Background: an optimization exercise with open tools, aiming at small area, a short achievable clock period and few clock cycles per item. Do not read the settings as production practice. Where RTL was checked, it was by simulation tests only, not by an equivalence proof against the original.

job 6830:
// mult_arbiter
module mult_arbiter #(
    parameter bit RR_EN = 1'b1
) (
    input  logic               clk,
    input  logic               rst,
    input  logic               req0_valid,
    input  logic signed [31:0] req0_a,
    input  logic signed [31:0] req0_b,
    output logic               req0_ready,
    input  logic               req1_valid,
    input  logic signed [31:0] req1_a,
    input  logic signed [31:0] req1_b,
    output logic               req1_ready,
    output logic               res_valid,
    input  logic               res_ready,
    output logic signed [63:0] res_data,
    output logic               res_id,
    output logic               busy
);
For scale: roughly 200 flip-flops, roughly 0.029 mm^2 of cells after synthesis.
Settings: LEC_CHECK=0, CAP_MARGIN=20, CORE_MARGIN=2, CORE_UTILIZATION=60, GPL_ROUTABILITY_DRIVEN=0, GPL_TIMING_DRIVEN=1, SETUP_SLACK_MARGIN=5, SLEW_MARGIN=20; clock period 10.0 ns.
standard.sh (not shown) runs the stock make flow with config.mk's settings and CLKGATE_MAP_FILE= SYNTH_SCRIPT=/design/flow/synth_recipe.tcl, a recipe that flattens the netlist after the stock synthesis.
==> flow/flow/run.sh <==
#!/bin/bash
# Standard ORFS layout (the standard.sh) with these changes:
#  - synthesis skips Yosys's internal "abc -fast" pre-mapping (synth -noabc),
#    so extract_fa maps the RTL's full adders without inverter pairs;
#  - the final abc mapping uses flow/abc.script (abc "map" instead of "&nf");
#  - port buffers use the smallest buffer cell (buf_1);
set -euo pipefail
HERE=$(pwd)
{
  sed -n '1s/-noshare {\*}/-noshare -noabc {*}/p' synth_recipe.tcl
  cat <<EOT
proc abc {args} {
  set i [lsearch -exact \$args -script]
  if {\$i >= 0} { set args [lreplace \$args [expr {\$i+1}] [expr {\$i+1}] $HERE/flow/abc.script] }
  yosys abc {*}\$args
}
EOT
  sed '1d' synth_recipe.tcl
} > flow_synth.tcl
grep -q -- '-noabc' flow_synth.tcl
sed "s#SYNTH_SCRIPT=[^ ]*#SYNTH_SCRIPT=$HERE/flow_synth.tcl#" standard.sh > flow_standard.sh
grep -q "SYNTH_SCRIPT=$HERE/flow_synth.tcl" flow_standard.sh
export BUFFER_PORTS_ARGS="-buffer_cell sky130_fd_sc_hd__buf_1"
EXTRA=()
if [[ -f flow/make_args.txt ]]; then
  while read -r l; do [[ -n "$l" ]] && EXTRA+=("$l"); done < flow/make_args.txt
fi
bash flow_standard.sh "${EXTRA[@]}" finish > flow_make.log 2>&1
==> flow/flow/abc.script <==
strash
dch
map -B 0.9
topo
stime -c
buffer -c
upsize -c
dnsize -c
==> flow/flow/make_args.txt <==
SETUP_SLACK_MARGIN=5.3
Job 6830 went all the way through the flow, and no timing, DRC or antenna check failed.
Testbench counts of job 6830, summed over its fixed seeds: cycles 2,064, items 2,048.
Relative to job 6830, the following input files were edited for job 748:
# job 6830
export LEC_CHECK = 0
export CAP_MARGIN = 20
export CORE_MARGIN = 2
export CORE_UTILIZATION = 60
export GPL_ROUTABILITY_DRIVEN = 0
export GPL_TIMING_DRIVEN = 1
export SETUP_SLACK_MARGIN = 5
export SLEW_MARGIN = 20
create_clock -name core_clock -period 10.0 [get_ports {clk}]
# job 748
export LEC_CHECK = 0
export CAP_MARGIN = 20
export CORE_MARGIN = 2
export CORE_UTILIZATION = 60
export SETUP_SLACK_MARGIN = 5
export SLEW_MARGIN = 20
create_clock -name core_clock -period 10.0 [get_ports {clk}]
==> flow/flow/make_args.txt <==
SETUP_SLACK_MARGIN=5.2
### Flow results
Job 748 | stages: all done | timing, DRC, antenna: all pass
Compared job 748 against job 6830; area of the die within noise.
Against job 6830, job 748 comes in 12 higher on largest fanout on the critical path.
Of the two values seen for uppermost metal layer occupied by signal nets, met4 was produced by job 6830 and met5 by job 748.
Count of fill cells added during filler insertion in job 748 is about 1.3% higher than in job 6830
Relative to job 6830, the final cell area reported for job 748 is lower.
Final cell count delta (job 6830 -> job 748): insignificant
Here is what was changed in the inputs of job 7144 compared with job 748.
==> flow/flow/make_args.txt <==
SETUP_SLACK_MARGIN=5.3
Notes after the runs:
Job 7144 did not stop at any stage, and its layout met the timing, design-rule and antenna checks. For job 7144, the type of the worst setup path was flop to primary output, unlike job 748, where it was flop to flop. Job 7144 vs. job 748: sequential share of layout area shows no meaningful change, part of the cycle the worst path needs decreased 0.81 points. Count of antenna-violating nets left after detailed routing: job 7144 vs job 748 identical. Job 7144 -> job 748: die area delta 0, exact match. Looking at cell area, job 7144 sits about 0.6% above job 748.
The inputs of job 6726 differ from those of job 7144 as listed below.
# job 7144
export LEC_CHECK = 0
export CAP_MARGIN = 20
export CORE_MARGIN = 2
export CORE_UTILIZATION = 60
export SETUP_SLACK_MARGIN = 5
export SLEW_MARGIN = 20
create_clock -name core_clock -period 10.0 [get_ports {clk}]
# job 6726
export LEC_CHECK = 0
export CAP_MARGIN = 0
export CORE_MARGIN = 2
export CORE_UTILIZATION = 60
export SETUP_SLACK_MARGIN = 5
export SLEW_MARGIN = 0
create_clock -name core_clock -period 10.0 [get_ports {clk}]
==> results.txt <==
- Taking job 7144 as the reference, in job 6726 via count shows no meaningful change, buffers plus inverters on the worst setup path shows a reduction of 1, footprint of the multi-input gates shows an increase of 0.38%.
- On final area, job 7144 and job 6726 are neck and neck.
- Job 7144 -> job 6726: number of ordinary and repair buffers in the finished layout decreased slightly
- Of job 7144 and job 6726, the lower met2 track demand over resource in global routing belongs to job 7144.
- Worst setup slack, job 7144 and job 6726: higher on job 7144
- Job 6726 vs. job 7144: post-detailed-placement cell area flat, per-cell via count in the routed design now sits at about the same level.

========
Another version of the RTL of mult_arbiter (not shown whole).
Size in the first run: ~3500 cells after synthesis, roughly 150 flip-flops, about 200 I/O pins, about 30000 um^2 of cells after synthesis.
Settings: LEC_CHECK=0, CAP_MARGIN=20, CORE_MARGIN=2, CORE_UTILIZATION=40, SLEW_MARGIN=20; clock period 10.0 ns.
==> flow/flow/run.sh <==
#!/bin/bash
# Standard ORFS layout with three changes:
#  - synthesis skips Yosys's internal "abc -fast" pre-mapping (synth -noabc),
#    so extract_fa maps the RTL's full adders without inverter pairs;
#  - the final abc mapping uses flow/abc_map.script (abc "map" instead of "&nf");
#  - port buffers use the smallest buffer cell (buf_1).
# Flattening, renaming and register mapping are synth_recipe.tcl unchanged.
set -euo pipefail
HERE=$(pwd)
{
  sed -n '1s/-noshare {\*}/-noshare -noabc {*}/p' synth_recipe.tcl
  cat <<EOT
proc abc {args} {
  set i [lsearch -exact \$args -script]
  if {\$i >= 0} { set args [lreplace \$args [expr {\$i+1}] [expr {\$i+1}] $HERE/flow/abc_map.script] }
  yosys abc {*}\$args
}
EOT
  sed '1d' synth_recipe.tcl
} > flow_synth.tcl
grep -q -- '-noabc' flow_synth.tcl
sed "s#SYNTH_SCRIPT=[^ ]*#SYNTH_SCRIPT=$HERE/flow_synth.tcl#" standard.sh > flow_standard.sh
grep -q "SYNTH_SCRIPT=$HERE/flow_synth.tcl" flow_standard.sh
export BUFFER_PORTS_ARGS="-buffer_cell sky130_fd_sc_hd__buf_1"
bash flow_standard.sh finish > flow_make.log 2>&1
==> flow/flow/abc_map.script <==
strash
dch
map -B 0.9
topo
stime -c
buffer -c
upsize -c
dnsize -c
Next try:
==> flow/flow/run.sh (replaced) <==
#!/bin/bash
# Standard ORFS layout; the only change is that synthesis skips Yosys's
# internal "abc -fast" pre-mapping (synth -noabc), so that extract_fa sees the
# RTL's full adders as written and maps them without inverter pairs around
# each fa cell. Everything else (final abc mapping, flattening, renaming,
# register mapping) is synth_recipe.tcl unchanged.
set -euo pipefail
HERE=$(pwd)
sed '1s/-noshare {\*}/-noshare -noabc {*}/' synth_recipe.tcl > flow_synth.tcl
grep -q -- '-noabc' flow_synth.tcl
sed "s#SYNTH_SCRIPT=[^ ]*#SYNTH_SCRIPT=$HERE/flow_synth.tcl#" standard.sh > flow_standard.sh
grep -q "SYNTH_SCRIPT=$HERE/flow_synth.tcl" flow_standard.sh
bash flow_standard.sh finish > flow_make.log 2>&1
--- a/flow/config.mk
+++ b/flow/config.mk
@@ -9,3 +9,4 @@
 export CORE_MARGIN = 2
 export CORE_UTILIZATION = 40
+export SETUP_SLACK_MARGIN = 3
 export SLEW_MARGIN = 20
removed: flow/flow/abc_map.script
The new run went through all stages and came out clean.
Area after synthesis went down by 4.1%.
Fmax came out higher by 6.7%.
Global-route usage shrinks by 1.2 points.
Setup slack improved by 0.46 ns.
Worst hold slack gets better by 0.012 ns.
Core utilization is higher by 4.1 points.
Cell area came out higher by 5.0%.
Next try:
==> flow/run.sh (new file) <==
#!/bin/bash
# synth_recipe.tcl (not shown) runs the flow's synth.tcl, then flattens the netlist and writes it again
# the make line also repeats each setting of config.mk as NAME=value (left out here)
make -C /OpenROAD-flow-scripts/flow DESIGN_CONFIG=/design/flow/config.mk WORK_HOME=/design/flow/orfs CLKGATE_MAP_FILE= SYNTH_SCRIPT=/design/flow/synth_recipe.tcl finish
removed: flow/flow/run.sh
removed: flow/standard.sh
=> The new run passed the timing, design-rule and antenna checks; clock-buffer cell count goes up by 1; wire length fell by 0.32%; flip-flop and latch count does not change; core utilization drops by 1.8 points; design area climbs by 3.5%; sequential share of layout area fell by 0.45 points; critical path depth is higher by 3; worst hold slack gets worse by 0.013 ns; via count goes up by 4.2%; setup slack gains 0.060 ns.
Next try:
--- a/flow/config.mk
+++ b/flow/config.mk
@@ -9,4 +9,4 @@
 export CORE_MARGIN = 2
 export CORE_UTILIZATION = 40
-export SETUP_SLACK_MARGIN = 3
+export SETUP_SLACK_MARGIN = 5
 export SLEW_MARGIN = 20
Effect: Worst hold slack gains 0.0078 ns; routed wire length grows by 7.3%; cell area rose by 8.2%; die area does not change; synthesized area does not change; utilization grows by 3.8 points; sequential share of layout area shrinks by 0.98 points; final cell count climbs by about 3%; setup slack gains 0.18 ns.
No run of this note included a check of the RTL's function; only the layout flow was run.

-- port drivers added, routing unchanged --
Ports are ideal in the flow. The routed layouts listed here were re-timed in OpenROAD. Step 1, drivers: a clkbuf_16 drives clk and a buf_2 each remaining input, both assumed. Step 2 moves the port delays by t, midway between the first and last clock arrival at a register: inputs arrive t later, outputs are due t later. That takes back most of the time a late clock gives input paths. a / b / c = ideal ports / drivers / drivers and shift; a / b = the first two.
run | t, ns | setup slack, ns | worst setup path after step 2
job 6830 | 0.562 | 5.329 / 5.267 / 5.355 | input to output
job 748 | 0.565 | 5.272 / 5.259 / 5.272 | register to register
job 7144 | 0.567 | 5.353 / 5.294 / 5.369 | input to output
job 6726 | 0.564 | 5.337 / 5.278 / 5.370 | input to output
the first run of note 2 | 0.544 | 2.651 / 2.651 / 2.651 | register to register
the second run of note 2 | 0.552 | 3.110 / 3.110 / 3.110 | register to register
the third run of note 2 | 0.566 | 3.170 / 3.170 / 3.170 | register to register
the fourth run of note 2 | 0.554 | 3.351 / 3.351 / 3.351 | register to register
After both steps every run listed still meets setup and hold.
